From an optimization exercise on the open Yosys and OpenROAD flow, aimed at small area, a short achievable clock period and few clock cycles; shortcuts taken in it are not production practice.
At most, simulation tests tie the RTL to the original design; equivalence was not proved.
No functional check of the RTL was part of run 1.
No activity file was given, so power comes from the tool's default toggle rates.

<file path="flow/run.sh">
#!/bin/bash
# synth_recipe.tcl (not shown) runs the flow's synth.tcl, then flattens the netlist and writes it again
# the make line also repeats each setting of config.mk as NAME=value (left out here)
make -C /OpenROAD-flow-scripts/flow DESIGN_CONFIG=/design/flow/config.mk WORK_HOME=/design/flow/orfs CLKGATE_MAP_FILE= SYNTH_SCRIPT=/design/flow/synth_recipe.tcl finish
</file>
<file path="flow/config.mk">
export PLATFORM = sky130hd
export DESIGN_NAME = ipdc_top
export DESIGN_NICKNAME = ipdc_top
export VERILOG_FILES = /design/flow/design.v
export SDC_FILE = /design/flow/constraint.sdc
export NUM_CORES = 4
export LEC_CHECK = 0
export CAP_MARGIN = 20
export CORE_MARGIN = 2
export CORE_UTILIZATION = 60
export CTS_BUF_LIST = sky130_fd_sc_hd__clkbuf_16
export CTS_CLUSTER_DIAMETER = 55
export CTS_CLUSTER_SIZE = 32
export PLACE_DENSITY = 0.7
export SETUP_SLACK_MARGIN = 3.2
export SLEW_MARGIN = 20
</file>
<file path="flow/constraint.sdc">
create_clock -name core_clock -period 5.5 [get_ports {i_clk}]
set_input_delay 1.1000 -clock core_clock [delete_from_list [all_inputs] [get_ports {i_clk}]]
set_output_delay 1.1000 -clock core_clock [all_outputs]
set_load 0.01 [all_outputs]
</file>
<file path="flow/design.v">
`default_nettype none
package ipdc_pkg;
	localparam int unsigned IMG_DIM          = 8;
	localparam int unsigned WIN_DIM          = 4;
	localparam int unsigned IMG_PIXELS       = IMG_DIM * IMG_DIM;
	localparam int unsigned WIN_PIXELS       = WIN_DIM * WIN_DIM;
	localparam int unsigned MAX_ORIGIN_COORD = IMG_DIM - WIN_DIM;
	localparam int unsigned ZOOM_ORIGIN      = 2 * IMG_DIM + 2;
	localparam int unsigned CHROMA_OFFSET    = 1024;
	typedef logic [7:0] channel_t;
	typedef struct packed {
		channel_t b;
		channel_t g;
		channel_t r;
	} pixel_t;
	typedef logic [5:0] pix_addr_t;
	typedef logic [3:0] win_idx_t;
	typedef enum logic [2:0] {
		OP_LOAD    = 3'd0,
		OP_RIGHT   = 3'd1,
		OP_DOWN    = 3'd2,
		OP_DEFAULT = 3'd3,
		OP_ZOOM    = 3'd4,
		OP_MEDIAN  = 3'd5,
		OP_YCBCR   = 3'd6,
		OP_RGB     = 3'd7
	} op_mode_e;
endpackage
`default_nettype wire
`default_nettype none
module image_buffer (
	input  logic             i_clk,
	input  logic             i_wr0,       
	input  logic             i_wr32,      
	input  ipdc_pkg::pixel_t i_wr_data,
	input  logic [15:0]      i_sel,       
	output ipdc_pkg::pixel_t o_tap_data
);
	logic [23:0] ring [64];
	always_ff @(posedge i_clk) begin
		ring[0]  <= i_wr0  ? i_wr_data : ring[63];
		ring[32] <= i_wr32 ? i_wr_data : ring[31];
		for (int p = 1; p < 64; p++) begin
			if (p != 32) ring[p] <= ring[p-1];
		end
	end
	logic [23:0] tap_and [16];
	for (genvar k = 0; k < 16; k++) begin : g_tap
		assign tap_and[k] = ring[4*k+1] & {24{i_sel[k]}};
	end
	assign o_tap_data = tap_and[0] | tap_and[1] | tap_and[2] | tap_and[3]
		| tap_and[4] | tap_and[5] | tap_and[6] | tap_and[7]
		| tap_and[8] | tap_and[9] | tap_and[10] | tap_and[11]
		| tap_and[12] | tap_and[13] | tap_and[14] | tap_and[15];
endmodule
`default_nettype wire
`default_nettype none
module window_origin (
	input  logic [2:0] i_op,
	input  logic [2:0] i_row,
	input  logic [2:0] i_col,
	output logic [2:0] o_row,
	output logic [2:0] o_col
);
	always_comb begin
		o_row = i_row;
		o_col = i_col;
		case (i_op)
			3'd1: if (i_col != 3'd4) o_col = i_col + 3'd1;
			3'd2: if (i_row != 3'd4) o_row = i_row + 3'd1;
			3'd3: begin o_row = 3'd0; o_col = 3'd0; end
			3'd4: begin o_row = 3'd2; o_col = 3'd2; end
			default: ;
		endcase
	end
endmodule
`default_nettype wire
`default_nettype none
module op_ctrl (
	input  logic             i_clk,
	input  logic             i_rst_n,
	input  logic             i_op_valid,
	input  logic [2:0]       i_op_mode,
	input  logic             i_in_valid,
	input  ipdc_pkg::pixel_t i_in_data,
	output logic             o_in_ready,
	output logic             o_wr0,
	output logic             o_wr32,
	output ipdc_pkg::pixel_t o_wr_data,
	output logic             o_rd_valid,    
	output logic             o_rd_ycc,      
	output logic [15:0]      o_sel          
);
	logic        rdy;
	logic        nrdy;       
	logic        ld_act;
	logic [5:0]  q;          
	logic        img_valid;
	logic [5:0]  pcnt;
	logic [5:0]  ph;
	logic [5:0]  u;          
	logic [5:0]  sd;         
	logic [15:0] selc;       
	logic        pvlast;
	logic        xv;
	logic        yv;
	logic [2:0]  xm;
	logic [2:0]  ym;
	logic        xr;         
	logic        xd;         
	logic        xf;         
	logic        xz;         
	logic        xc;         
	logic [2:0]  xm_n;
	logic        seq_act;
	logic [3:0]  n;
	logic [15:0] sel;        
	logic        s1_v;
	logic        s1_pix;
	logic        s1_ycc;
	logic        ymode;
	logic [2:0]  org_r;
	logic [2:0]  org_c;
	logic        r_sat;      
	logic        c_sat;      
	logic        op_acc;
	logic        pix_acc;
	logic        enq;
	logic        p_last;
	logic [2:0]  nr;
	logic [2:0]  nc;
	logic        h_disp;
	logic        h_mode;
	logic        aligned;
	logic [3:0]  tap0;
	logic        start;
	logic        pop;
	logic        w0;
	logic        at32;
	logic        xv_n;
	logic        yv_n;
	logic        ld_act_n;
	logic [5:0]  gb;
	logic [5:0]  tb;
	logic        safe_b;
	logic        xdisp;
	logic        pix_rdy;
	logic        safe0;
	logic [15:0] oh_u;
	logic [15:0] oh_ph;
	logic [15:0] sel0;
	logic        rdy_hold;
	logic        rdy_enq;
	logic        rdy_load;
	assign rdy     = ~nrdy;
	assign op_acc  = i_op_valid & rdy & ~ld_act;
	assign pix_acc = i_in_valid & rdy & ld_act;
	assign enq     = op_acc & (i_op_mode != 3'd5) & (i_op_mode != 3'd0);
	assign p_last  = pcnt == 6'd63;
	assign w0      = pix_acc & (pcnt == 6'd0);         
	assign at32    = (pcnt != 6'd0) & (sd == 6'd31);
	window_origin u_window_origin (
		.i_op  (xm),
		.i_row (org_r),
		.i_col (org_c),
		.o_row (nr),
		.o_col (nc)
	);
	assign h_disp = xr | xd | xf | xz;
	assign h_mode = xc;
	assign xdisp  = xv & (xr | xd | xf | xz);
	assign aligned = (xr & (c_sat ? (u[1:0] == 2'd0) : (u[1:0] == 2'd1)))
		| (xd & (u[1:0] == 2'd0))
		| (xf & (q[1:0] == 2'd0))
		| (xz & (q[1:0] == 2'd2));
	always_comb begin
		tap0 = u[5:2];
		if (xd & ~r_sat) tap0 = u[5:2] - 4'd2;
		if (xf)          tap0 = q[5:2];
		if (xz)          tap0 = {q[5:4] - 2'd1, q[3:2]};
	end
	for (genvar k = 0; k < 16; k++) begin : g_sel0
		assign oh_u[k]  = u[5:2] == 4'(k);
		assign oh_ph[k] = q[5:2] == 4'(k);
		assign sel0[k]  = ((xr | (xd & r_sat)) & oh_u[k])
			| ((xd & ~r_sat) & oh_u[(k + 2) % 16])
			| (xf & oh_ph[k])
			| (xz & oh_ph[(k + 4) % 16]);
	end
	assign start = xv & ~seq_act & aligned;
	assign pop   = start | (xv & ~seq_act & h_mode);
	assign xm_n = pop ? (yv ? ym : i_op_mode) : (xv ? xm : i_op_mode);
	assign xv_n = pop ? (yv | enq) : (xv | enq);
	assign yv_n = pop ? (yv & enq) : (yv | (xv & enq));
	assign ld_act_n = ld_act ? ~(pix_acc & p_last) : (op_acc & (i_op_mode == 3'd0));
	logic [1:0] sc;
	logic [1:0] sq;
	logic [3:0] fail;
	assign sc   = n[3:2];
	assign sq   = n[1:0];
	assign selc = (sq == 2'd0) ? {sel[0], sel[15:1]} : sel;
	assign fail[0] = ~sq[1] & selc[0];
	assign fail[1] = (sc <= 2'd2) & (selc[1] | (~sq[1] & selc[2]));
	assign fail[2] = (sc <= 2'd1) & (selc[2] | selc[3] | (~sq[1] & selc[4]));
	assign fail[3] = (sc == 2'd0) & (selc[3] | selc[4] | selc[5] | (~sq[1] & selc[6]));
	assign safe0   = ~seq_act | (fail == 4'd0);
	assign gb     = {nr, nc} - q - 6'd2;
	assign tb     = seq_act ? 6'd19 - 6'(n) : 6'd4;
	assign safe_b = ~xdisp | ((gb >= tb) & (gb <= 6'd36));
	always_comb begin
		if (pcnt == 6'd0) begin
			pix_rdy = safe0 & safe_b;
		end else begin
			pix_rdy = ~seq_act & ~xdisp & (sd[4:0] == 5'd30);
		end
	end
	assign rdy_hold = pop | ~yv;                        
	assign rdy_enq  = ~(pop ? yv : (yv | xv));           
	assign rdy_load = ld_act ? (pix_acc | pix_rdy)
		: (op_acc ? ((i_op_mode == 3'd0) ? 1'b0 : (i_op_mode == 3'd5) ? rdy_hold : rdy_enq)
			: rdy_hold);
	always_ff @(posedge i_clk or negedge i_rst_n) begin
		if (!i_rst_n) begin
			nrdy      <= 1'b0;
			ld_act    <= 1'b0;
			q         <= '0;
			img_valid <= 1'b0;
			pcnt      <= '0;
			ph        <= '0;
			u         <= '0;
			pvlast    <= 1'b0;
			xv        <= 1'b0;
			yv        <= 1'b0;
			r_sat     <= 1'b0;
			c_sat     <= 1'b0;
			seq_act   <= 1'b0;
			s1_v      <= 1'b0;
			ymode     <= 1'b0;
			org_r     <= '0;
			org_c     <= '0;
		end else begin
			nrdy      <= ~rdy_load;
			ld_act    <= ld_act_n;
			q         <= pvlast ? ph + 6'd1 : q + 6'd1;
			img_valid <= img_valid | pvlast;
			pcnt      <= pcnt + 6'(pix_acc);
			ph        <= w0 ? 6'd0 : ph + 6'd1;
			if (pvlast) begin
				u <= ph + 6'd1 - {org_r, org_c};
			end else if (start) begin
				u <= {tap0, 2'b01};
			end else begin
				u <= u + 6'd1;
			end
			pvlast    <= pix_acc & p_last;
			xv        <= xv_n;
			yv        <= yv_n;
			if (start) begin
				seq_act <= 1'b1;
				r_sat   <= nr == 3'd4;
				c_sat   <= nc == 3'd4;
				s1_v    <= 1'b1;
				org_r   <= nr;
				org_c   <= nc;
			end else if (seq_act) begin
				s1_v    <= 1'b1;
				if (n == 4'd15) seq_act <= 1'b0;
			end else if (pop && h_mode) begin
				s1_v    <= 1'b1;
				ymode   <= ~xm[0];
			end else if (pvlast) begin
				s1_v    <= 1'b1;
			end else begin
				s1_v    <= 1'b0;
			end
		end
	end
	always_ff @(posedge i_clk) begin
		if (w0) begin
			sd <= 6'd63;
		end else if (!pix_acc) begin
			sd <= sd + 6'd1;
		end
		xm <= xm_n;
		if (pop | ~xv) begin
			xr <= xm_n == 3'd1;
			xd <= xm_n == 3'd2;
			xf <= xm_n == 3'd3;
			xz <= xm_n == 3'd4;
			xc <= xm_n[2] & xm_n[1];
		end
		ym <= (yv & ~pop) ? ym : i_op_mode;
		if (start) begin
			n      <= 4'd1;
			sel    <= img_valid ? sel0 : 16'd0;
			s1_pix <= 1'b1;
			s1_ycc <= ymode;
		end else if (seq_act) begin
			n      <= n + 4'd1;
			if (n[1:0] == 2'd0) begin
				sel <= {sel[0], sel[15:1]};
			end
		end else begin
			s1_pix <= 1'b0;
			sel    <= '0;
		end
	end
	assign o_in_ready  = rdy;
	assign o_wr0       = pix_acc & ~at32;
	assign o_wr32      = pix_acc & at32;
	assign o_wr_data   = i_in_data;
	assign o_rd_valid  = s1_v;
	assign o_rd_ycc    = s1_ycc & s1_pix;
	assign o_sel       = sel;
endmodule
`default_nettype wire
`default_nettype none
module color_output (
	input  logic             i_clk,
	input  logic             i_rst_n,
	input  logic             i_valid,
	input  logic             i_ycc,      
	input  ipdc_pkg::pixel_t i_pixel,
	output logic             o_out_valid,
	output ipdc_pkg::pixel_t o_out_data
);
	logic [7:0] r;
	logic [7:0] g;
	logic [7:0] b;
	logic [7:0] rn;
	logic [7:0] gn;
	logic [7:0] bn;
	logic [8:0] y_a;
	logic [8:0] y_b;
	logic       y_c;
	logic [8:0] s3_y_a;
	logic [8:0] s3_y_b;
	logic       s3_y_c;
	logic [8:0] y_s;
	logic [8:0] cb_a;
	logic [8:0] cb_b;
	logic       cb_c;
	logic [8:0] s3_cb_a;
	logic [8:0] s3_cb_b;
	logic       s3_cb_c;
	logic [8:0] cb_s;
	logic [8:0] cr_a;
	logic [8:0] cr_b;
	logic       cr_c;
	logic [8:0] s3_cr_a;
	logic [8:0] s3_cr_b;
	logic       s3_cr_c;
	logic [8:0] cr_s;
	logic t1;
	logic t2;
	logic t3;
	logic t4;
	logic t5;
	logic t6;
	logic t7;
	logic t8;
	logic t9;
	logic t10;
	logic t11;
	logic t12;
	logic t13;
	logic t14;
	logic t15;
	logic t16;
	logic t17;
	logic t18;
	logic t19;
	logic t20;
	logic t21;
	logic t22;
	logic t23;
	logic t24;
	logic t25;
	logic t26;
	logic t27;
	logic t28;
	logic t29;
	logic t30;
	logic t31;
	logic t32;
	logic t33;
	logic t34;
	logic t35;
	logic t36;
	logic t37;
	logic t38;
	logic t39;
	logic t40;
	logic t41;
	logic t42;
	logic t43;
	logic t44;
	logic t45;
	logic t46;
	logic t47;
	logic t48;
	logic t49;
	logic t50;
	logic t51;
	logic t52;
	logic t53;
	logic t54;
	logic t55;
	logic t56;
	logic t57;
	logic t58;
	logic t59;
	logic t60;
	logic t61;
	logic t62;
	logic t63;
	logic t64;
	logic t65;
	logic t66;
	logic t67;
	logic t68;
	logic t69;
	logic t70;
	logic t71;
	logic t72;
	logic t73;
	logic t74;
	logic t75;
	logic t76;
	logic t77;
	logic t78;
	logic t79;
	logic t80;
	logic t81;
	logic t82;
	logic t83;
	logic t84;
	logic t85;
	logic t86;
	logic t87;
	logic t88;
	logic t89;
	logic t90;
	logic t91;
	logic t92;
	logic t93;
	logic t94;
	logic t95;
	logic t96;
	logic t97;
	logic t98;
	logic t99;
	logic t100;
	logic t101;
	logic t102;
	logic t103;
	logic t104;
	logic t105;
	logic t106;
	logic t107;
	logic t108;
	logic t109;
	logic t110;
	logic t111;
	logic t112;
	logic t113;
	logic t114;
	logic t115;
	logic t116;
	logic t117;
	logic t118;
	logic t119;
	logic t120;
	logic t121;
	logic t122;
	logic t123;
	logic t124;
	logic t125;
	logic t126;
	logic t127;
	logic t128;
	logic t129;
	logic t130;
	logic t131;
	logic t132;
	logic t133;
	logic t134;
	logic t135;
	logic t136;
	logic t137;
	logic t138;
	logic t139;
	logic t140;
	logic t141;
	logic t142;
	logic t143;
	logic t144;
	logic t145;
	logic t146;
	logic t147;
	logic t148;
	logic t149;
	logic t150;
	logic t151;
	logic t152;
	logic t153;
	logic t154;
	logic t155;
	logic t156;
	logic t157;
	logic t158;
	logic t159;
	logic t160;
	logic t161;
	logic t162;
	logic t163;
	logic t164;
	logic t165;
	logic t166;
	logic t167;
	logic t168;
	logic t169;
	logic t170;
	logic t171;
	logic t172;
	logic t173;
	logic t174;
	logic t175;
	logic t176;
	logic t177;
	logic t178;
	logic t179;
	logic t180;
	logic t181;
	logic t182;
	logic t183;
	logic t184;
	logic t185;
	logic t186;
	logic t187;
	logic t188;
	logic t189;
	logic t190;
	logic t191;
	logic t192;
	logic t193;
	logic t194;
	logic t195;
	logic t196;
	logic t197;
	logic t198;
	logic t199;
	logic t200;
	logic t201;
	logic t202;
	logic t203;
	logic t204;
	logic t205;
	logic t206;
	logic t207;
	logic t208;
	logic t209;
	logic t210;
	logic t211;
	logic t212;
	logic t213;
	logic t214;
	logic t215;
	logic t216;
	logic t217;
	logic t218;
	logic t219;
	logic t220;
	logic t221;
	logic t222;
	logic t223;
	logic t224;
	logic t225;
	logic t226;
	logic t227;
	logic t228;
	logic t229;
	logic t230;
	logic t231;
	logic t232;
	logic t233;
	logic t234;
	logic t235;
	logic t236;
	logic t237;
	logic t238;
	logic t239;
	logic t240;
	logic t241;
	logic t242;
	logic t243;
	logic t244;
	logic t245;
	logic t246;
	logic t247;
	logic t248;
	logic t249;
	logic t250;
	logic t251;
	logic t252;
	logic t253;
	logic t254;
	logic t255;
	logic t256;
	logic t257;
	logic t258;
	logic t259;
	logic t260;
	logic t261;
	logic t262;
	logic t263;
	logic t264;
	logic t265;
	logic t266;
	logic t267;
	logic t268;
	logic t269;
	logic t270;
	logic t271;
	logic t272;
	logic t273;
	logic t274;
	logic t275;
	logic t276;
	logic t277;
	logic t278;
	logic t279;
	logic t280;
	logic t281;
	logic t282;
	logic t283;
	logic t284;
	logic t285;
	logic t286;
	logic t287;
	logic t288;
	logic t289;
	logic t290;
	logic t291;
	logic t292;
	logic t293;
	logic t294;
	logic t295;
	logic t296;
	logic t297;
	logic t298;
	logic t299;
	logic t300;
	logic t301;
	logic t302;
	logic t303;
	logic t304;
	logic t305;
	logic t306;
	logic t307;
	logic t308;
	logic t309;
	logic t310;
	logic t311;
	logic t312;
	logic t313;
	logic t314;
	logic t315;
	logic t316;
	logic t317;
	logic t318;
	logic t319;
	logic t320;
	logic t321;
	logic t322;
	logic t323;
	logic t324;
	logic t325;
	logic t326;
	logic t327;
	logic t328;
	logic t329;
	logic t330;
	logic t331;
	logic t332;
	logic t333;
	assign r  = i_pixel[7:0];
	assign g  = i_pixel[15:8];
	assign b  = i_pixel[23:16];
	assign rn = ~r;
	assign gn = ~g;
	assign bn = ~b;
	always_comb begin
		t1 = r[1] ^ g[0];
		t2 = r[1] & g[0];
		t3 = r[2] ^ g[1];
		t4 = r[2] & g[1];
		t5 = r[3] ^ g[2];
		t6 = r[3] & g[2];
		t7 = r[4] ^ g[3];
		t8 = r[4] & g[3];
		t9 = r[5] ^ g[4];
		t10 = r[5] & g[4];
		t11 = r[6] ^ g[5];
		t12 = r[6] & g[5];
		t13 = t1 ^ g[2];
		t14 = t1 & g[2];
		t15 = t2 ^ t3 ^ g[3];
		t16 = (t2 & t3) | (t2 & g[3]) | (t3 & g[3]);
		t17 = t4 ^ t5 ^ g[4];
		t18 = (t4 & t5) | (t4 & g[4]) | (t5 & g[4]);
		t19 = t6 ^ t7 ^ g[5];
		t20 = (t6 & t7) | (t6 & g[5]) | (t7 & g[5]);
		t21 = t8 ^ t9 ^ g[6];
		t22 = (t8 & t9) | (t8 & g[6]) | (t9 & g[6]);
		t23 = t10 ^ t11 ^ g[7];
		t24 = (t10 & t11) | (t10 & g[7]) | (t11 & g[7]);
		t25 = t12 ^ r[7] ^ g[6];
		t26 = (t12 & r[7]) | (t12 & g[6]) | (r[7] & g[6]);
		t27 = r[0] & g[1];
		t28 = r[0] ^ g[1];
		t29 = t13 & 1'b1;
		t30 = t13 ^ 1'b1;
		t31 = t28 & g[0];
		t32 = t29 | (t30 & t27);
		t33 = t30 & t28;
		y_a = {1'b0, 1'b0, t26, t24, t22, t20, t18, t16, t14};
		y_b = {1'b0, 1'b0, g[7], t25, t23, t21, t19, t17, t15};
		y_c = t32;
		t34 = b[0] ^ rn[2];
		t35 = b[0] & rn[2];
		t36 = b[1] ^ rn[3];
		t37 = b[1] & rn[3];
		t38 = b[2] ^ rn[4];
		t39 = b[2] & rn[4];
		t40 = b[3] ^ rn[5];
		t41 = b[3] & rn[5];
		t42 = b[4] ^ rn[6];
		t43 = b[4] & rn[6];
		t44 = b[5] ^ rn[7];
		t45 = b[5] & rn[7];
		t46 = b[6] ^ gn[7];
		t47 = b[6] & gn[7];
		t48 = rn[1] ^ gn[0];
		t49 = rn[1] & gn[0];
		t50 = ~(t34 ^ gn[1]);
		t51 = t34 | gn[1];
		t52 = t35 ^ t36 ^ gn[2];
		t53 = (t35 & t36) | (t35 & gn[2]) | (t36 & gn[2]);
		t54 = t37 ^ t38 ^ gn[3];
		t55 = (t37 & t38) | (t37 & gn[3]) | (t38 & gn[3]);
		t56 = t39 ^ t40 ^ gn[4];
		t57 = (t39 & t40) | (t39 & gn[4]) | (t40 & gn[4]);
		t58 = t41 ^ t42 ^ gn[5];
		t59 = (t41 & t42) | (t41 & gn[5]) | (t42 & gn[5]);
		t60 = t43 ^ t44 ^ gn[6];
		t61 = (t43 & t44) | (t43 & gn[6]) | (t44 & gn[6]);
		t62 = ~(t45 ^ t46);
		t63 = t45 | t46;
		t64 = t47 ^ b[7];
		t65 = t47 & b[7];
		t66 = rn[0] & 1'b1;
		t67 = rn[0] ^ 1'b1;
		t68 = t48 & 1'b1;
		t69 = t48 ^ 1'b1;
		t70 = t49 & t50;
		t71 = t49 ^ t50;
		t72 = t68 | (t69 & t66);
		t73 = t69 & t67;
		t74 = t70 | (t71 & t68);
		t75 = t71 & t69;
		t76 = t74 | (t75 & t66);
		cb_a = {1'b0, t65, t63, t61, t59, t57, t55, t53, t51};
		cb_b = {1'b0, 1'b0, t64, t62, t60, t58, t56, t54, t52};
		cb_c = t76;
		t77 = r[1] ^ gn[2];
		t78 = r[1] & gn[2];
		t79 = r[2] ^ gn[3];
		t80 = r[2] & gn[3];
		t81 = r[3] ^ gn[4];
		t82 = r[3] & gn[4];
		t83 = r[4] ^ gn[5];
		t84 = r[4] & gn[5];
		t85 = r[5] ^ gn[6];
		t86 = r[5] & gn[6];
		t87 = r[0] ^ gn[1];
		t88 = r[0] & gn[1];
		t89 = t77 ^ gn[3] ^ bn[3];
		t90 = (t77 & gn[3]) | (t77 & bn[3]) | (gn[3] & bn[3]);
		t91 = t78 ^ t79 ^ gn[4];
		t92 = (t78 & t79) | (t78 & gn[4]) | (t79 & gn[4]);
		t93 = t80 ^ t81 ^ gn[5];
		t94 = (t80 & t81) | (t80 & gn[5]) | (t81 & gn[5]);
		t95 = t82 ^ t83 ^ gn[6];
		t96 = (t82 & t83) | (t82 & gn[6]) | (t83 & gn[6]);
		t97 = t84 ^ t85 ^ gn[7];
		t98 = (t84 & t85) | (t84 & gn[7]) | (t85 & gn[7]);
		t99 = t86 ^ r[6];
		t100 = t86 & r[6];
		t101 = gn[0] ^ gn[1];
		t102 = gn[0] & gn[1];
		t103 = t87 ^ gn[2] ^ bn[2];
		t104 = (t87 & gn[2]) | (t87 & bn[2]) | (gn[2] & bn[2]);
		t105 = ~(t88 ^ t89);
		t106 = t88 | t89;
		t107 = t90 ^ t91 ^ bn[4];
		t108 = (t90 & t91) | (t90 & bn[4]) | (t91 & bn[4]);
		t109 = t92 ^ t93 ^ bn[5];
		t110 = (t92 & t93) | (t92 & bn[5]) | (t93 & bn[5]);
		t111 = t94 ^ t95 ^ bn[6];
		t112 = (t94 & t95) | (t94 & bn[6]) | (t95 & bn[6]);
		t113 = t96 ^ t97 ^ bn[7];
		t114 = (t96 & t97) | (t96 & bn[7]) | (t97 & bn[7]);
		t115 = t98 ^ t99 ^ gn[7];
		t116 = (t98 & t99) | (t98 & gn[7]) | (t99 & gn[7]);
		t117 = t100 ^ r[7];
		t118 = t100 & r[7];
		t119 = gn[0] & bn[0];
		t120 = gn[0] ^ bn[0];
		t121 = t101 & bn[1];
		t122 = t101 ^ bn[1];
		t123 = t102 & t103;
		t124 = t102 ^ t103;
		t125 = t121 | (t122 & t119);
		t126 = t122 & t120;
		t127 = t123 | (t124 & t121);
		t128 = t124 & t122;
		t129 = t127 | (t128 & t119);
		cr_a = {1'b0, t118, t116, t114, t112, t110, t108, t106, t104};
		cr_b = {1'b0, 1'b0, t117, t115, t113, t111, t109, t107, t105};
		cr_c = t129;
	end
	logic s3_v;
	always_ff @(posedge i_clk or negedge i_rst_n) begin
		if (!i_rst_n) begin
			s3_v        <= 1'b0;
			o_out_valid <= 1'b0;
		end else begin
			s3_v        <= i_valid;
			o_out_valid <= s3_v;
		end
	end
	always_ff @(posedge i_clk) begin
		s3_y_a <= i_ycc ? y_a : {1'b0, r};
		s3_y_b <= i_ycc ? y_b : 9'd0;
		s3_y_c <= i_ycc & y_c;
		s3_cb_a <= i_ycc ? cb_a : {1'b0, g};
		s3_cb_b <= i_ycc ? cb_b : 9'd0;
		s3_cb_c <= i_ycc & cb_c;
		s3_cr_a <= i_ycc ? cr_a : {1'b0, b};
		s3_cr_b <= i_ycc ? cr_b : 9'd0;
		s3_cr_c <= i_ycc & cr_c;
	end
	always_comb begin
		t130 = s3_y_a[0] & s3_y_b[0];
		t131 = s3_y_a[0] ^ s3_y_b[0];
		t132 = s3_y_a[1] & s3_y_b[1];
		t133 = s3_y_a[1] ^ s3_y_b[1];
		t134 = s3_y_a[2] & s3_y_b[2];
		t135 = s3_y_a[2] ^ s3_y_b[2];
		t136 = s3_y_a[3] & s3_y_b[3];
		t137 = s3_y_a[3] ^ s3_y_b[3];
		t138 = s3_y_a[4] & s3_y_b[4];
		t139 = s3_y_a[4] ^ s3_y_b[4];
		t140 = s3_y_a[5] & s3_y_b[5];
		t141 = s3_y_a[5] ^ s3_y_b[5];
		t142 = s3_y_a[6] & s3_y_b[6];
		t143 = s3_y_a[6] ^ s3_y_b[6];
		t144 = s3_y_a[7] & s3_y_b[7];
		t145 = s3_y_a[7] ^ s3_y_b[7];
		t146 = s3_y_a[8] & s3_y_b[8];
		t147 = s3_y_a[8] ^ s3_y_b[8];
		t148 = t130 | (t131 & s3_y_c);
		t149 = t132 | (t133 & t130);
		t150 = t133 & t131;
		t151 = t134 | (t135 & t132);
		t152 = t135 & t133;
		t153 = t136 | (t137 & t134);
		t154 = t137 & t135;
		t155 = t138 | (t139 & t136);
		t156 = t139 & t137;
		t157 = t140 | (t141 & t138);
		t158 = t141 & t139;
		t159 = t142 | (t143 & t140);
		t160 = t143 & t141;
		t161 = t144 | (t145 & t142);
		t162 = t145 & t143;
		t163 = t146 | (t147 & t144);
		t164 = t147 & t145;
		t165 = t149 | (t150 & s3_y_c);
		t166 = t151 | (t152 & t148);
		t167 = t153 | (t154 & t149);
		t168 = t154 & t150;
		t169 = t155 | (t156 & t151);
		t170 = t156 & t152;
		t171 = t157 | (t158 & t153);
		t172 = t158 & t154;
		t173 = t159 | (t160 & t155);
		t174 = t160 & t156;
		t175 = t161 | (t162 & t157);
		t176 = t162 & t158;
		t177 = t163 | (t164 & t159);
		t178 = t164 & t160;
		t179 = t167 | (t168 & s3_y_c);
		t180 = t169 | (t170 & t148);
		t181 = t171 | (t172 & t165);
		t182 = t173 | (t174 & t166);
		t183 = t175 | (t176 & t167);
		t184 = t176 & t168;
		t185 = t177 | (t178 & t169);
		t186 = t178 & t170;
		t187 = t183 | (t184 & s3_y_c);
		t188 = t185 | (t186 & t148);
		t189 = t131 ^ s3_y_c;
		t190 = t133 ^ t148;
		t191 = t135 ^ t165;
		t192 = t137 ^ t166;
		t193 = t139 ^ t179;
		t194 = t141 ^ t180;
		t195 = t143 ^ t181;
		t196 = t145 ^ t182;
		t197 = t147 ^ t187;
		y_s = {t197, t196, t195, t194, t193, t192, t191, t190, t189};
		t198 = s3_cb_a[0] & s3_cb_b[0];
		t199 = s3_cb_a[0] ^ s3_cb_b[0];
		t200 = s3_cb_a[1] & s3_cb_b[1];
		t201 = s3_cb_a[1] ^ s3_cb_b[1];
		t202 = s3_cb_a[2] & s3_cb_b[2];
		t203 = s3_cb_a[2] ^ s3_cb_b[2];
		t204 = s3_cb_a[3] & s3_cb_b[3];
		t205 = s3_cb_a[3] ^ s3_cb_b[3];
		t206 = s3_cb_a[4] & s3_cb_b[4];
		t207 = s3_cb_a[4] ^ s3_cb_b[4];
		t208 = s3_cb_a[5] & s3_cb_b[5];
		t209 = s3_cb_a[5] ^ s3_cb_b[5];
		t210 = s3_cb_a[6] & s3_cb_b[6];
		t211 = s3_cb_a[6] ^ s3_cb_b[6];
		t212 = s3_cb_a[7] & s3_cb_b[7];
		t213 = s3_cb_a[7] ^ s3_cb_b[7];
		t214 = s3_cb_a[8] & s3_cb_b[8];
		t215 = s3_cb_a[8] ^ s3_cb_b[8];
		t216 = t198 | (t199 & s3_cb_c);
		t217 = t200 | (t201 & t198);
		t218 = t201 & t199;
		t219 = t202 | (t203 & t200);
		t220 = t203 & t201;
		t221 = t204 | (t205 & t202);
		t222 = t205 & t203;
		t223 = t206 | (t207 & t204);
		t224 = t207 & t205;
		t225 = t208 | (t209 & t206);
		t226 = t209 & t207;
		t227 = t210 | (t211 & t208);
		t228 = t211 & t209;
		t229 = t212 | (t213 & t210);
		t230 = t213 & t211;
		t231 = t214 | (t215 & t212);
		t232 = t215 & t213;
		t233 = t217 | (t218 & s3_cb_c);
		t234 = t219 | (t220 & t216);
		t235 = t221 | (t222 & t217);
		t236 = t222 & t218;
		t237 = t223 | (t224 & t219);
		t238 = t224 & t220;
		t239 = t225 | (t226 & t221);
		t240 = t226 & t222;
		t241 = t227 | (t228 & t223);
		t242 = t228 & t224;
		t243 = t229 | (t230 & t225);
		t244 = t230 & t226;
		t245 = t231 | (t232 & t227);
		t246 = t232 & t228;
		t247 = t235 | (t236 & s3_cb_c);
		t248 = t237 | (t238 & t216);
		t249 = t239 | (t240 & t233);
		t250 = t241 | (t242 & t234);
		t251 = t243 | (t244 & t235);
		t252 = t244 & t236;
		t253 = t245 | (t246 & t237);
		t254 = t246 & t238;
		t255 = t251 | (t252 & s3_cb_c);
		t256 = t253 | (t254 & t216);
		t257 = t199 ^ s3_cb_c;
		t258 = t201 ^ t216;
		t259 = t203 ^ t233;
		t260 = t205 ^ t234;
		t261 = t207 ^ t247;
		t262 = t209 ^ t248;
		t263 = t211 ^ t249;
		t264 = t213 ^ t250;
		t265 = t215 ^ t255;
		cb_s = {t265, t264, t263, t262, t261, t260, t259, t258, t257};
		t266 = s3_cr_a[0] & s3_cr_b[0];
		t267 = s3_cr_a[0] ^ s3_cr_b[0];
		t268 = s3_cr_a[1] & s3_cr_b[1];
		t269 = s3_cr_a[1] ^ s3_cr_b[1];
		t270 = s3_cr_a[2] & s3_cr_b[2];
		t271 = s3_cr_a[2] ^ s3_cr_b[2];
		t272 = s3_cr_a[3] & s3_cr_b[3];
		t273 = s3_cr_a[3] ^ s3_cr_b[3];
		t274 = s3_cr_a[4] & s3_cr_b[4];
		t275 = s3_cr_a[4] ^ s3_cr_b[4];
		t276 = s3_cr_a[5] & s3_cr_b[5];
		t277 = s3_cr_a[5] ^ s3_cr_b[5];
		t278 = s3_cr_a[6] & s3_cr_b[6];
		t279 = s3_cr_a[6] ^ s3_cr_b[6];
		t280 = s3_cr_a[7] & s3_cr_b[7];
		t281 = s3_cr_a[7] ^ s3_cr_b[7];
		t282 = s3_cr_a[8] & s3_cr_b[8];
		t283 = s3_cr_a[8] ^ s3_cr_b[8];
		t284 = t266 | (t267 & s3_cr_c);
		t285 = t268 | (t269 & t266);
		t286 = t269 & t267;
		t287 = t270 | (t271 & t268);
		t288 = t271 & t269;
		t289 = t272 | (t273 & t270);
		t290 = t273 & t271;
		t291 = t274 | (t275 & t272);
		t292 = t275 & t273;
		t293 = t276 | (t277 & t274);
		t294 = t277 & t275;
		t295 = t278 | (t279 & t276);
		t296 = t279 & t277;
		t297 = t280 | (t281 & t278);
		t298 = t281 & t279;
		t299 = t282 | (t283 & t280);
		t300 = t283 & t281;
		t301 = t285 | (t286 & s3_cr_c);
		t302 = t287 | (t288 & t284);
		t303 = t289 | (t290 & t285);
		t304 = t290 & t286;
		t305 = t291 | (t292 & t287);
		t306 = t292 & t288;
		t307 = t293 | (t294 & t289);
		t308 = t294 & t290;
		t309 = t295 | (t296 & t291);
		t310 = t296 & t292;
		t311 = t297 | (t298 & t293);
		t312 = t298 & t294;
		t313 = t299 | (t300 & t295);
		t314 = t300 & t296;
		t315 = t303 | (t304 & s3_cr_c);
		t316 = t305 | (t306 & t284);
		t317 = t307 | (t308 & t301);
		t318 = t309 | (t310 & t302);
		t319 = t311 | (t312 & t303);
		t320 = t312 & t304;
		t321 = t313 | (t314 & t305);
		t322 = t314 & t306;
		t323 = t319 | (t320 & s3_cr_c);
		t324 = t321 | (t322 & t284);
		t325 = t267 ^ s3_cr_c;
		t326 = t269 ^ t284;
		t327 = t271 ^ t301;
		t328 = t273 ^ t302;
		t329 = t275 ^ t315;
		t330 = t277 ^ t316;
		t331 = t279 ^ t317;
		t332 = t281 ^ t318;
		t333 = t283 ^ t323;
		cr_s = {t333, t332, t331, t330, t329, t328, t327, t326, t325};
	end
	always_ff @(posedge i_clk) begin
		o_out_data[7:0]   <= y_s[8]  ? 8'hff : y_s[7:0];
		o_out_data[15:8]  <= cb_s[8] ? 8'hff : cb_s[7:0];
		o_out_data[23:16] <= cr_s[8] ? 8'hff : cr_s[7:0];
	end
endmodule
`default_nettype wire
`default_nettype none
module ipdc_top (
	input  logic             i_clk,
	input  logic             i_rst_n,
	input  logic             i_op_valid,
	input  logic [2:0]       i_op_mode,
	input  logic             i_in_valid,
	input  ipdc_pkg::pixel_t i_in_data,
	output logic             o_in_ready,
	output logic             o_out_valid,
	output ipdc_pkg::pixel_t o_out_data
);
	logic             wr0;
	logic             wr32;
	ipdc_pkg::pixel_t wr_data;
	logic             rd_valid;
	logic             rd_ycc;
	logic [15:0]      sel;
	ipdc_pkg::pixel_t tap_data;
	logic             s2_v;
	logic             s2_ycc;
	ipdc_pkg::pixel_t s2_d;
	op_ctrl u_op_ctrl (
		.i_clk       (i_clk),
		.i_rst_n     (i_rst_n),
		.i_op_valid  (i_op_valid),
		.i_op_mode   (i_op_mode),
		.i_in_valid  (i_in_valid),
		.i_in_data   (i_in_data),
		.o_in_ready  (o_in_ready),
		.o_wr0       (wr0),
		.o_wr32      (wr32),
		.o_wr_data   (wr_data),
		.o_rd_valid  (rd_valid),
		.o_rd_ycc    (rd_ycc),
		.o_sel       (sel)
	);
	image_buffer u_image_buffer (
		.i_clk      (i_clk),
		.i_wr0      (wr0),
		.i_wr32     (wr32),
		.i_wr_data  (wr_data),
		.i_sel      (sel),
		.o_tap_data (tap_data)
	);
	always_ff @(posedge i_clk or negedge i_rst_n) begin
		if (!i_rst_n) begin
			s2_v   <= 1'b0;
			s2_ycc <= 1'b0;
		end else begin
			s2_v   <= rd_valid;
			s2_ycc <= rd_ycc;
		end
	end
	always_ff @(posedge i_clk) begin
		s2_d <= tap_data;
	end
	color_output u_color_output (
		.i_clk       (i_clk),
		.i_rst_n     (i_rst_n),
		.i_valid     (s2_v),
		.i_ycc       (s2_ycc),
		.i_pixel     (s2_d),
		.o_out_valid (o_out_valid),
		.o_out_data  (o_out_data)
	);
endmodule
`default_nettype wire
</file>
==> flow_summary.ini, run 1 <==
[outcome]
status = no timing/DRC/antenna violations

[setup_path]
criticalPathCategory = reg -> reg
worst_ep_required_time_ns = 6.05
cp.arrival_ns = 3.85
crit_fanout = 4
timing.reg2reg.setup_slack_ns = 2.20
critPathTopFamily = compound AO/OA/AOI/OAI gates
rr_worst_depth = 16
path_cells = ha_4 -> nand2_2 -> o21bai_1 -> a221oi_2 -> inv_1 -> ha_1 -> inv_2 -> ha_4 -> a21o_1 -> a21oi_2 -> xnor2_2 -> ha_1 -> o21ai_1 -> o21bai_1 -> mux2_4 -> o31ai_2
crit_path_start_kind = register
timing.rr.end = u_op_ctrl.nrdy$_DFF_PN0_
slowest_delay_ns = 0.46
cp.buffers_inverters = 2
rr_startpoint = u_op_ctrl.org_c[0]$_DFFE_PN0P_
slowest_stage = dfrtp_2
end_kind = register

[timing]
worst_slack_ns = 2.20
finalSetupTns_ns = 0
finalCritPeriodShare_pct = 59.9
slew-limit-headroom_pct = 28.2
fin_hold_ws_ns = 0.308
rsz0062_at_grt = yes
hold_violations = 0
finalMaxSlewViolations = 0
tightest_slew_ns = 1.08
fmax_mhz = 303
fin_worst_skew_ns = 0.0296
period_minus_slack_ns = 3.30
setup_violations = 0

[floorplan]
start_util_pct = 60.4
die_area_um2 = 73900
die_x_um = 272
io-pin-count = 57
die_h_um = 272
placementRows = 98
core_area_um2 = 71200

[pwr]
power_density_nw_per_um2 = 473
max-vdd-ir-drop_uv = 302
p_leak_nw = 19.7
totalPowerFinal_mw = 22.9

[layout]
utilization_pct = 67.9
fill_cells = 4777
n_antenna_cell = 0
layout.nets = 3129
final_area_um2 = 48400
fin_cells = 3987
drive_above_1_share_pct = 12.6
area_growth_syn_to_layout_pct = 12.5

[drt]
viasPerCell = 5.11
routed-wl-met2_um = 36100
firstDrtPassIters = 7
num_vias = 20400
drt-met1-wl_um = 38100
drtIter0Drc = 1408
drt-total-wl_um = 79100
drc = 0
ant_nets = 0
routedWlPerCell_um = 19.8
wl_met3_um = 3420
routed.top_layer = met5

[synthesis]
yosys.area.top_type = dfxtp_1
synthAdderAreaFrac_pct = 4.11
synth_nets = 3006
yosys-top-cells-count = dfxtp_1 (1653), inv_1 (106), a22o_1 (100), ha_1 (98), a221oi_1 (97)
yosys-top-cells-area = dfxtp_1 (77%), ha_1 (2.8%), dfrtp_1 (2.6%), a22o_1 (2.0%), a221oi_1 (2.0%)
synth_mux_area_share_pct = 1.82
synth_xor_area_share_pct = 0.887
synthSimpleGateAreaFrac_pct = 3.57
ys_warn_count = 7
synth_top_area_share_pct = 76.9
synth_top_family_by_area = compound AO/OA/AOI/OAI gates
synth.most_common_cell = dfxtp_1
netlist_instances = 2850
synth-compound-area-share_pct = 7.10
synth-seq-cells = 1716
synth_area_um2 = 43000
yosysUniqueCellTypes = 72
synth_ff_type = dfxtp_1
synth-seq-area-share_pct = 80.8
synth-edff-count = 18
syn_avg_cell_area_um2 = 15.1
async_reset_ff_share_pct = 2.62

[global_route]
grt_max_degree = 65
grt_pass1_wl_um = 121000
grt_pass1_vias = 20700
grt_usage_pct = 21.5
grt_overflow = 0
antenna_found_initial = 4

[hold_path]
min_to = u_image_buffer.ring[48][21]$_DFF_P_
min_from = u_image_buffer.ring[47][21]$_DFF_P_
hold_depth = 0
worstHoldPathType = reg -> reg

[placement]
place.gp.congestion = 0.881
place.detailed.hpwl_um = 47100
detailed_place.area_um2 = 44700
portBuffers = 56
placed_cells = 3792
place_ws_ns = 1.75

[clock_network]
root_buffer = clkbuf_16
clock_sinks = 1716
clk_pin_slew_ns = 0.10
cts_buffer_depth = 3
cts_tree = done
htreeDepth = 3
numCtsBuffers = 87
clock_latency_ns = 0.66

[flow_run]
drv_cap = 0
## where the power goes
part | switching (mW) | internal, mW
combinational | 0.384 | 0.400
sequential | 0.499 | 13.7
clock | 4.42 | 3.43
## placed cells by master (no fill, tap or decap), types with 10 or more instances in the layout
master and n:
dfxtp_1 1646, a22o_1 100, inv_1 97, a221oi_1 96, clkbuf_16 88, ha_1 87
nand2_1 84, nor2_1 61, o21ai_0 61, mux2_2 57, a21oi_1 51, buf_4 51
dfrtp_1 38, nand4_1 29, clkdlybuf4s50_1 29, nor2b_1 27, fa_1 26, buf_2 26
xnor2_1 25, nand3_1 22, edfxtp_1 18, nor3_1 16, clkinv_8 15, mux2i_1 13
nand2b_1 12, xor2_1 11, and2_1 11, inv_2 10, a21o_1 10, clkinv_16 10
## registers in the layout, indices dropped and copies added (netlist names), 4 cells and up
register                   flops
s2_d                          24
u_color_output.o_out_data     24
u_color_output.s3_cb_a         8
u_color_output.s3_cb_b         7
u_color_output.s3_cr_a         8
u_color_output.s3_cr_b         7
u_color_output.s3_y_a          8
u_color_output.s3_y_b          7
u_image_buffer.ring         1536
u_op_ctrl.n                    4
u_op_ctrl.pcnt                 6
u_op_ctrl.ph                   6
u_op_ctrl.q                    6
u_op_ctrl.sd                   6
u_op_ctrl.sel                 16
u_op_ctrl.u                    6
## final cells by class
type	count	area [µm²]	area share, %
sequential	1716	34800	71.8
multi-input combinational	945	7780	16.1
clock buffer	88	2200	4.55
tap	950	1190	2.46
clock inverter	65	1070	2.21
timing repair buffer	115	975	2.01
inverter	108	415	0.858
## worst max path at each step
| stage | end | cells past startpoint | startpoint | slack [ns] |
|---|---|---|---|---|
| after global routing | u_op_ctrl.nrdy$_DFF_PN0_ | 17 | u_op_ctrl.org_c[1]$_DFFE_PN0P_ | 2.08 |
| after floorplan | u_op_ctrl.nrdy$_DFF_PN0_ | 16 | u_op_ctrl.org_c[0]$_DFFE_PN0P_ | 2.48 |
| after global placement | u_image_buffer.ring[0][12]$_DFF_P_ | 5 | i_in_valid | 1.87 |
| after detailed placement | u_image_buffer.ring[0][9]$_DFF_P_ | 5 | i_in_valid | 1.75 |
| after CTS | u_op_ctrl.nrdy$_DFF_PN0_ | 16 | u_op_ctrl.org_c[1]$_DFFE_PN0P_ | 2.25 |
| final | u_op_ctrl.nrdy$_DFF_PN0_ | 16 | u_op_ctrl.org_c[0]$_DFFE_PN0P_ | 2.20 |
## metal layers
layer	up-vias	GRT usage [%]
li1	9871	-
met1	9982	30.5
met2	393	34.2
met3	106	3.61
met4	2	6.06
met5	-	0
## repair_timing
action | in CTS | in global routing
gates cloned | 2 | 0
buffers inserted | 23 | 17
pin swaps | 23 | 9
endpoints found under the setup margin | 112 | 54
gates resized for setup | 123 | 31
hold buffers | 0 | 0
## kinds of logic after synthesis
| group | after synthesis |
|---|---|
| compound gates | 398 |
| xor+xnor | 42 |
| fa+ha+maj | 125 |
| buf+inv | 191 |
| flops | 1716 |
| mux | 71 |
| simple gates | 307 |
==> inputs of run 2 (changes only) <==
--- a/flow/design.v
+++ b/flow/design.v
@@ -141,7 +141,8 @@
 	logic        yv_n;
 	logic        ld_act_n;
 	logic [5:0]  gb;
-	logic [5:0]  tb;
+	logic [5:0]  gb_q;       
+	logic        xchg_q;     
 	logic        safe_b;
 	logic        xdisp;
 	logic        pix_rdy;
@@ -205,13 +206,13 @@
 	assign fail[3] = (sc == 2'd0) & (selc[3] | selc[4] | selc[5] | (~sq[1] & selc[6]));
 	assign safe0   = ~seq_act | (fail == 4'd0);
 	assign gb     = {nr, nc} - q - 6'd2;
-	assign tb     = seq_act ? 6'd19 - 6'(n) : 6'd4;
-	assign safe_b = ~xdisp | ((gb >= tb) & (gb <= 6'd36));
+	assign safe_b = ~xdisp | (~xchg_q & (gb_q != 6'd0) & (gb_q <= 6'd37)
+		& (seq_act ? ((7'(gb_q) + 7'(n) >= 7'd20) & (n >= 4'd3)) : (gb_q >= 6'd5)));
 	always_comb begin
 		if (pcnt == 6'd0) begin
 			pix_rdy = safe0 & safe_b;
 		end else begin
-			pix_rdy = ~seq_act & ~xdisp & (sd[4:0] == 5'd30);
+			pix_rdy = (sd == 6'd62) | (~seq_act & ~xdisp & (sd == 6'd30));
 		end
 	end
 	assign rdy_hold = pop | ~yv;                        
@@ -224,6 +225,7 @@
 			nrdy      <= 1'b0;
 			ld_act    <= 1'b0;
 			q         <= '0;
+			xchg_q    <= 1'b1;
 			img_valid <= 1'b0;
 			pcnt      <= '0;
 			ph        <= '0;
@@ -242,6 +244,7 @@
 			nrdy      <= ~rdy_load;
 			ld_act    <= ld_act_n;
 			q         <= pvlast ? ph + 6'd1 : q + 6'd1;
+			xchg_q    <= pop;
 			img_valid <= img_valid | pvlast;
 			pcnt      <= pcnt + 6'(pix_acc);
 			ph        <= w0 ? 6'd0 : ph + 6'd1;
@@ -282,6 +285,7 @@
 			sd <= sd + 6'd1;
 		end
 		xm <= xm_n;
+		gb_q <= gb;
 		if (pop | ~xv) begin
 			xr <= xm_n == 3'd1;
 			xd <= xm_n == 3'd2;
--- a/flow/config.mk
+++ b/flow/config.mk
@@ -9,8 +9,8 @@
 export CORE_MARGIN = 2
 export CORE_UTILIZATION = 60
 export CTS_BUF_LIST = sky130_fd_sc_hd__clkbuf_16
-export CTS_CLUSTER_DIAMETER = 55
-export CTS_CLUSTER_SIZE = 32
+export CTS_CLUSTER_DIAMETER = 50
+export CTS_CLUSTER_SIZE = 30
 export PLACE_DENSITY = 0.7
 export SETUP_SLACK_MARGIN = 3.2
 export SLEW_MARGIN = 20
==> run 2 against run 1 <==
Final cell count up 1.5%. Sequential power grew 4%. Highest routed layer unchanged. Sequential share of layout area down 0.98 points. Clock skew up 0.015 ns. Worst hold slack improved by 0.0040 ns. Global-route usage grew 0.53 points. Still clean. Worst setup slack improved by 0.72 ns. First-iteration DRC count is 7.6% lower. Clock-buffer cell count rose by 22. Largest power group unchanged. Routed wire length rose by 2.5%. Synthesized cell count grew 0.32%.
==> flow_summary.ini, run 2 <==
[synthesis]
yosysUniqueCellTypes = 73
synth-seq-area-share_pct = 80.7
ys_warn_count = 7
synth_nets = 3012
syn_avg_cell_area_um2 = 15.1
yosys-top-cells-area = dfxtp_1 (77%), ha_1 (2.7%), dfrtp_1 (2.6%), a22o_1 (2.1%), a221oi_1 (2.0%)
netlist_instances = 2859
async_reset_ff_share_pct = 2.67
synth_top_area_share_pct = 76.8
synth.most_common_cell = dfxtp_1
synth_area_um2 = 43300
synth-seq-cells = 1723
synth-edff-count = 18
synth_ff_type = dfxtp_1
yosys.area.top_type = dfxtp_1
yosys-top-cells-count = dfxtp_1 (1659), inv_1 (118), a22o_1 (104), a221oi_1 (97), ha_1 (94)

[layout]
drive_above_1_share_pct = 13.5
area_growth_syn_to_layout_pct = 14.0
reg_top3 = u_image_buffer.ring x1536, s2_d x24, u_color_output.o_out_data x24
max_flop_register = u_image_buffer.ring
mostFrequentLayoutCell = dfxtp_1
layout.nets = 3156
final_cell_mix = dfxtp_1 (1647), inv_1 (113), clkbuf_16 (110), a22o_1 (104), a221oi_1 (97)
largest_register_ffs = 1536
fin_cells = 4047

[timing]
tightest_slew_ns = 1.03
finalSetupTns_ns = 0
hold_violations = 0
slew-limit-headroom_pct = 31.3
finalCritPeriodShare_pct = 46.9
period_minus_slack_ns = 2.58
fmax_mhz = 388
setup_violations = 0
rsz0062_at_grt = yes
finalMaxSlewViolations = 0
fin_worst_skew_ns = 0.0446

[setup_path]
cpMostUsedCell = inv_2
critPathTopFamily = adder cells
cp.arrival_ns = 3.11
cp.buffers_inverters = 6
path_cells = buf_4 -> buf_4 -> o21ai_1 -> o221ai_2 -> inv_2 -> ha_4 -> inv_2 -> ha_4 -> inv_2 -> fa_2 -> inv_1 -> a21o_1 -> a21oi_2 -> xnor2_1 -> xnor2_1
end_kind = register
worst_ep_required_time_ns = 6.03
crit_path_start_kind = register
slowest_delay_ns = 0.41
slowest_stage = dfrtp_1
criticalPathCategory = reg -> reg
crit_fanout = 3

[pwr]
comb_power_share_pct = 9.2
totalPowerFinal_mw = 26.0
seq_power_share_pct = 56.7
power.switching_mw = 6.78
p_leak_nw = 20.1
max-vdd-ir-drop_uv = 352
power_density_nw_per_um2 = 527
p_clk_share_pct = 34.2
sw_frac_of_total_pct = 26.1
internal_power_mw = 19.2

[placement]
portBuffers = 56
place.gp.congestion = 0.860
place.detailed.hpwl_um = 47700
placed_cells = 3801

[flow_run]
drv_cap = 0

[global_route]
grt_overflow = 0
grt_pass1_vias = 21200
antenna_found_initial = 2
grt_usage_pct = 22.0
grt_pass1_wl_um = 125000
grt_max_degree = 62

[drt]
drt-total-wl_um = 81100
routedWlPerCell_um = 20.0
drc = 0
firstDrtPassIters = 5
ant_nets = 0
num_vias = 20800
viasPerCell = 5.14
drtIter0Drc = 1301

[hold_path]
worstHoldPathType = reg -> reg

[clock_network]
ctsHoldBuffers = 0
clock_sinks = 1723
clk_pin_slew_ns = 0.10
root_buffer = clkbuf_16
numCtsBuffers = 106
cts_tree = done
clock_latency_ns = 0.69
htreeDepth = 3
cts_buffer_depth = 3

[floorplan]
die_x_um = 272
io-pin-count = 57
placementRows = 98
core_area_um2 = 71500
die_h_um = 272
die_area_um2 = 74200
start_util_pct = 60.5

[outcome]
status = no timing/DRC/antenna violations
run 2: cell count changes after synthesis, sizes merged, moves of 5 or more:
cell     before   now
inv         108   119
nor2         63    52
clkbuf       66    72
dfxtp      1653  1659
nand3        23    17
o21ai        62    68
a2111oi       1     6
a211oi        9     4
a31oi         4     9
buf          17    12
run 2: kinds of logic (layout without fill, tap and decap cells):
| family | after synthesis | in the layout | share of synthesized area [%] |
|---|---|---|---|
| flip-flops | 1723 | 1723 | 80.7 |
| AO/OA/AOI/OAI | 417 | 417 | 7.28 |
| AND/OR/NAND/NOR | 278 | 279 | 3.22 |
| buffers and inverters | 203 | 439 | 1.90 |
| adder cells (fa/ha/maj) | 122 | 122 | 4.02 |
| multiplexers | 72 | 72 | 2.00 |
| XOR/XNOR | 44 | 44 | 0.891 |
| other | 0 | 1 | 0 |
run 2: power groups by stage:
| stage | logic, mW | clock network (mW) | registers [mW] |
|---|---|---|---|
| final | 2.38 | 8.87 | 14.7 |
| after global routing | 2.63 | 9.47 | 14.9 |
| after CTS | 2.29 | 8.99 | 14.7 |
| after detailed placement | 2.24 | 0 | 15.0 |
| after global placement | 2.17 | 0 | 14.9 |
| after floorplan | 1.50 | 0 | 14.6 |
run 2: stage by stage:
| stage | util (%) | setup slack (ns) | hold slack [ns] | cell area, µm² |
|---|---|---|---|---|
| after detailed placement | 62.7 | 1.68 | 0.312 | 44800 |
| after floorplan | - | 2.92 | 0.310 | 43300 |
| final | 69.0 | 2.92 | 0.312 | 49300 |
| after CTS | 68.4 | 2.86 | 0.303 | 48900 |
| after global routing | 68.9 | 2.81 | 0.301 | 49300 |
| after global placement | 62.7 | 1.69 | 0.310 | 44800 |
run 2: cell type report:
| cell class | count | area (µm²) |
|---|---|---|
| tap | 950 | 1190 |
| multi-input combinational | 934 | 7860 |
| inverter | 119 | 455 |
| fill | 4641 | 22200 |
| sequential | 1723 | 34900 |
| timing repair buffer | 119 | 936 |
| clock buffer | 110 | 2750 |
| clock inverter | 91 | 1170 |
| antenna | 1 | 2.50 |
run 2: metal layers:
layer | share of wire (%) | vias up | global-route usage [%]
met5 | 0.016 | - | 0
met4 | 2.4 | 2 | 6.19
met3 | 3.6 | 147 | 3.15
met2 | 46 | 452 | 35.4
met1 | 48 | 10200 | 31.3
li1 | - | 9968 | -
run 2: worst reg2reg max path, stage by stage (launching register included):
cell	delay, ns
dfrtp_1	0.41
buf_4	0.14
buf_4	0.14
o21ai_1	0.23
o221ai_2	0.17
inv_2	0.11
ha_4	0.20
inv_2	0.06
ha_4	0.13
inv_2	0.04
fa_2	0.35
inv_1	0.06
a21o_1	0.11
a21oi_2	0.06
xnor2_1	0.13
xnor2_1	0.12
run 2: what timing repair did:
action	4_1_cts	5_1_grt
pin swaps	8	21
endpoints found under the hold margin	0	0
gates resized for setup	138	52
endpoints found under the setup margin	109	66
gates cloned	1	0
buffers inserted	22	21
run 2: worst paths after layout:
check | slack [ns] | cells after the start | end | from
min reg2reg | 0.31 | 0 | u_image_buffer.ring[25][1]$_DFF_P_ | u_image_buffer.ring[24][1]$_DFF_P_
min | 0.31 | 0 | u_image_buffer.ring[25][1]$_DFF_P_ | u_image_buffer.ring[24][1]$_DFF_P_
max reg2reg | 2.92 | 15 | u_op_ctrl.gb_q[5]$_DFF_P_ | u_op_ctrl.org_c[1]$_DFFE_PN0P_
max | 2.92 | 15 | u_op_ctrl.gb_q[5]$_DFF_P_ | u_op_ctrl.org_c[1]$_DFFE_PN0P_
max in group asynchronous | 4.48 | 2 | u_op_ctrl.ph[0]$_DFF_PN0_ | i_rst_n
min in group asynchronous | 0.52 | 2 | u_op_ctrl.pcnt[4]$_DFF_PN0_ | i_rst_n
Testbench counts of run 2, summed over its fixed seeds: cycles 6,640.
==> inputs of run 3 (changes only) <==
--- a/flow/config.mk
+++ b/flow/config.mk
@@ -9,8 +9,8 @@
 export CORE_MARGIN = 2
 export CORE_UTILIZATION = 60
 export CTS_BUF_LIST = sky130_fd_sc_hd__clkbuf_16
-export CTS_CLUSTER_DIAMETER = 50
-export CTS_CLUSTER_SIZE = 30
+export CTS_CLUSTER_DIAMETER = 55
+export CTS_CLUSTER_SIZE = 32
 export PLACE_DENSITY = 0.7
 export SETUP_SLACK_MARGIN = 3.2
 export SLEW_MARGIN = 20
==> run 3 against run 2 <==
Sequential share of layout area rose by 1.1 points. Clock-buffer cell count fell by 21. Maximum frequency fell by 1.1%. Clock power fell by 13%. Area after synthesis did not move. Combinational power barely moved. Critical path type unchanged. Largest cell class unchanged. Largest power group unchanged.
==> flow_summary.ini, run 3 <==
[synthesis]
async_reset_ff_share_pct = 2.67
yosys.area.top_type = dfxtp_1
synth-edff-count = 18
yosys-top-cells-count = dfxtp_1 (1659), inv_1 (118), a22o_1 (104), a221oi_1 (97), ha_1 (94)
synth_ff_type = dfxtp_1
syn_avg_cell_area_um2 = 15.1
synth-seq-cells = 1723
netlist_instances = 2859
synth.most_common_cell = dfxtp_1
synth_nets = 3012
yosys-top-cells-area = dfxtp_1 (77%), ha_1 (2.7%), dfrtp_1 (2.6%), a22o_1 (2.1%), a221oi_1 (2.0%)
synth-seq-area-share_pct = 80.7
ys_warn_count = 7
synth_top_area_share_pct = 76.8
synth_area_um2 = 43300
yosysUniqueCellTypes = 73

[timing]
finalMaxSlewViolations = 0
period_minus_slack_ns = 2.61
rsz0062_at_grt = yes
tightest_slew_ns = 1.04
fin_worst_skew_ns = 0.0357
fmax_mhz = 383
finalCritPeriodShare_pct = 47.4
setup_violations = 0
slew-limit-headroom_pct = 30.6
hold_violations = 0
finalSetupTns_ns = 0

[floorplan]
die_x_um = 272
placementRows = 98
start_util_pct = 60.5
core_area_um2 = 71500
io-pin-count = 57
die_area_um2 = 74200
die_h_um = 272

[layout]
fill_cells = 4754
area_growth_syn_to_layout_pct = 12.2
utilization_pct = 67.9
mostFrequentLayoutCell = dfxtp_1
max_flop_register = u_image_buffer.ring
final_cell_mix = dfxtp_1 (1646), inv_1 (107), a22o_1 (104), a221oi_1 (97), clkbuf_16 (89)
reg_top3 = u_image_buffer.ring x1536, s2_d x24, u_color_output.o_out_data x24
drive_above_1_share_pct = 12.5
n_antenna_cell = 0
largest_register_ffs = 1536
layout.nets = 3136

[pwr]
seq_power_share_pct = 59.2
p_clk_share_pct = 31.2
max-vdd-ir-drop_uv = 346
internal_power_mw = 18.2
power_density_nw_per_um2 = 512
power.switching_mw = 6.66
p_leak_nw = 19.7
comb_power_share_pct = 9.6
sw_frac_of_total_pct = 26.8

[drt]
num_vias = 20600
drtIter0Drc = 1250
firstDrtPassIters = 5
viasPerCell = 5.16
ant_nets = 0
drc = 0
routedWlPerCell_um = 20.1
drt-total-wl_um = 80300

[setup_path]
crit_path_start_kind = register
crit_fanout = 3
end_kind = register
worst_ep_required_time_ns = 6.05
criticalPathCategory = reg -> reg
cp.arrival_ns = 3.15
timing.reg2reg.setup_slack_ns = 2.89

[global_route]
grt_overflow = 0
grt_max_degree = 62
grt_usage_pct = 21.8
grt_pass1_vias = 20900
grt_pass1_wl_um = 123000
antenna_found_initial = 2

[placement]
place.detailed.hpwl_um = 47700
portBuffers = 56
place.gp.congestion = 0.860

[outcome]
status = no timing/DRC/antenna violations

[clock_network]
cts_buffer_depth = 3
root_buffer = clkbuf_16
clk_pin_slew_ns = 0.10
cts_tree = done
htreeDepth = 3
numCtsBuffers = 89
clock_latency_ns = 0.68
ctsHoldBuffers = 0
clock_sinks = 1723

[hold_path]
worstHoldPathType = reg -> reg

[flow_run]
drv_cap = 0
run 3: changes by cell type in the layout (fill, tap and decap cells not counted), sizes merged, moves of 3 or more:
| cell | previous run | this run |
|---|---|---|
| buf | 90 | 87 |
| bufinv | 8 | 0 |
| clkbuf | 110 | 89 |
| clkinvlp | 7 | 2 |
| inv | 166 | 157 |
run 3: worst max-delay path, cell delays in order (launching register included):
cell      delay, ns
dfrtp_1        0.41
buf_4          0.14
buf_4          0.14
o21ai_1        0.23
o221ai_2       0.19
inv_2          0.11
ha_4           0.20
inv_2          0.06
ha_4           0.13
inv_2          0.04
fa_2           0.35
inv_1          0.06
a21o_1         0.11
a21oi_2        0.06
xnor2_1        0.13
xnor2_1        0.12
run 3: final cells by class:
type	count	area [µm²]	area share (%)
Clock inverter	70	962	1.98
Tap cell	950	1190	2.45
Clock buffer	89	2230	4.59
Multi-Input combinational cell	934	7860	16.2
Inverter	119	455	0.938
Sequential cell	1723	34900	72.0
Timing Repair Buffer	116	913	1.88
run 3: path summary, 6_finish.rpt:
kind                                                    start                            endpoint  cells past startpoint
setup reg to reg               u_op_ctrl.org_c[1]$_DFFE_PN0P_           u_op_ctrl.gb_q[5]$_DFF_P_                     15
min in group asynchronous                             i_rst_n         u_op_ctrl.pcnt[2]$_DFF_PN0_                      2
hold reg to reg            u_image_buffer.ring[38][6]$_DFF_P_  u_image_buffer.ring[39][6]$_DFF_P_                      0
setup / recovery               u_op_ctrl.org_c[1]$_DFFE_PN0P_           u_op_ctrl.gb_q[5]$_DFF_P_                     15
max in group asynchronous                             i_rst_n           u_op_ctrl.ph[0]$_DFF_PN0_                      2
hold / removal             u_image_buffer.ring[38][6]$_DFF_P_  u_image_buffer.ring[39][6]$_DFF_P_                      0
run 3: cells by family after synthesis:
logic type / share of synthesized area [%]
simple gates: 3.22
compound gates: 7.28
fa+ha+maj: 4.02
xor+xnor: 0.891
mux: 2.00
buf+inv: 1.90
flops: 80.7
run 3: routing by layer:
metal	part of all wire (%)	routed length, µm	vias up	GRT usage [%]
met3	3.8	3040	136	3.15
li1	-	-	9896	-
met5	0.016	13	-	0
met2	46	36900	428	34.9
met1	48	38400	10200	31.2
met4	2.4	1890	2	5.94
run 3: repair_timing:
item	CTS	global route
pin swaps	8	24
setup endpoints to repair	110	34
buffers inserted	23	17
gates resized for setup	140	51
cloned	1	0
run 3: through the flow:
step | power (mW) | hold WS, ns | instance area (µm²) | cells | setup WS, ns
5_1_grt | 25.8 | 0.311 | 48500 | 4001 | 2.79
3_5_place_dp | 17.2 | 0.312 | 44800 | 3801 | 1.68
6_report | 24.9 | 0.311 | 48500 | 4001 | 2.89
4_1_cts | 24.9 | 0.312 | 48200 | 3984 | 2.86
2_1_floorplan | 16.1 | 0.310 | 43300 | 2859 | 2.92
3_3_place_gp | 17.1 | 0.310 | 44800 | 3801 | 1.69
run 3: power by group through the flow:
| stage | sequential (mW) | clock, mW | combinational (mW) |
|---|---|---|---|
| floorplan | 14.6 | 0 | 1.50 |
| global placement | 14.9 | 0 | 2.17 |
| detailed placement | 15.0 | 0 | 2.24 |
| CTS | 14.7 | 7.86 | 2.29 |
| global route | 14.9 | 8.34 | 2.63 |
| finish | 14.7 | 7.75 | 2.39 |

[static timing again, ports no longer ideal]
The results above use ideal ports. As a check the final layouts listed here were re-extracted and re-timed, cells and wires unchanged. Step 1: set_driving_cell puts a clkbuf_16 on i_clk and a buf_2 on each other input, an assumption about the parent block. Step 2 adds t to the input delays and takes it off the output delays; t is the mean of the earliest and latest rising clock arrival at the registers after step 1. Input paths then give back, and output paths get back, about the clock's delay inside the block. Slacks: no drivers / after step 1 / after step 2; pairs: no drivers / after step 1.
run | shift t [ns] | setup slack, ns | worst hold slack (ns) | latest minus earliest clock arrival (ns) | worst register clock-pin slew, ns
run 1 | 0.714 | 2.204 / 2.204 / 2.204 | 0.308 / 0.308 / 0.308 | 0.036 / 0.035 | 0.11 / 0.11
run 2 | 0.734 | 2.920 / 2.920 / 2.568 | 0.312 / 0.312 / 0.312 | 0.046 / 0.046 | 0.11 / 0.11
run 3 | 0.732 | 2.892 / 2.892 / 2.542 | 0.311 / 0.311 / 0.311 | 0.037 / 0.037 | 0.11 / 0.11
After both steps every run listed still meets setup and hold. The setup slack of run 2, which loses most, moves by 0.000 ns with the drivers and by -0.352 ns with both steps.
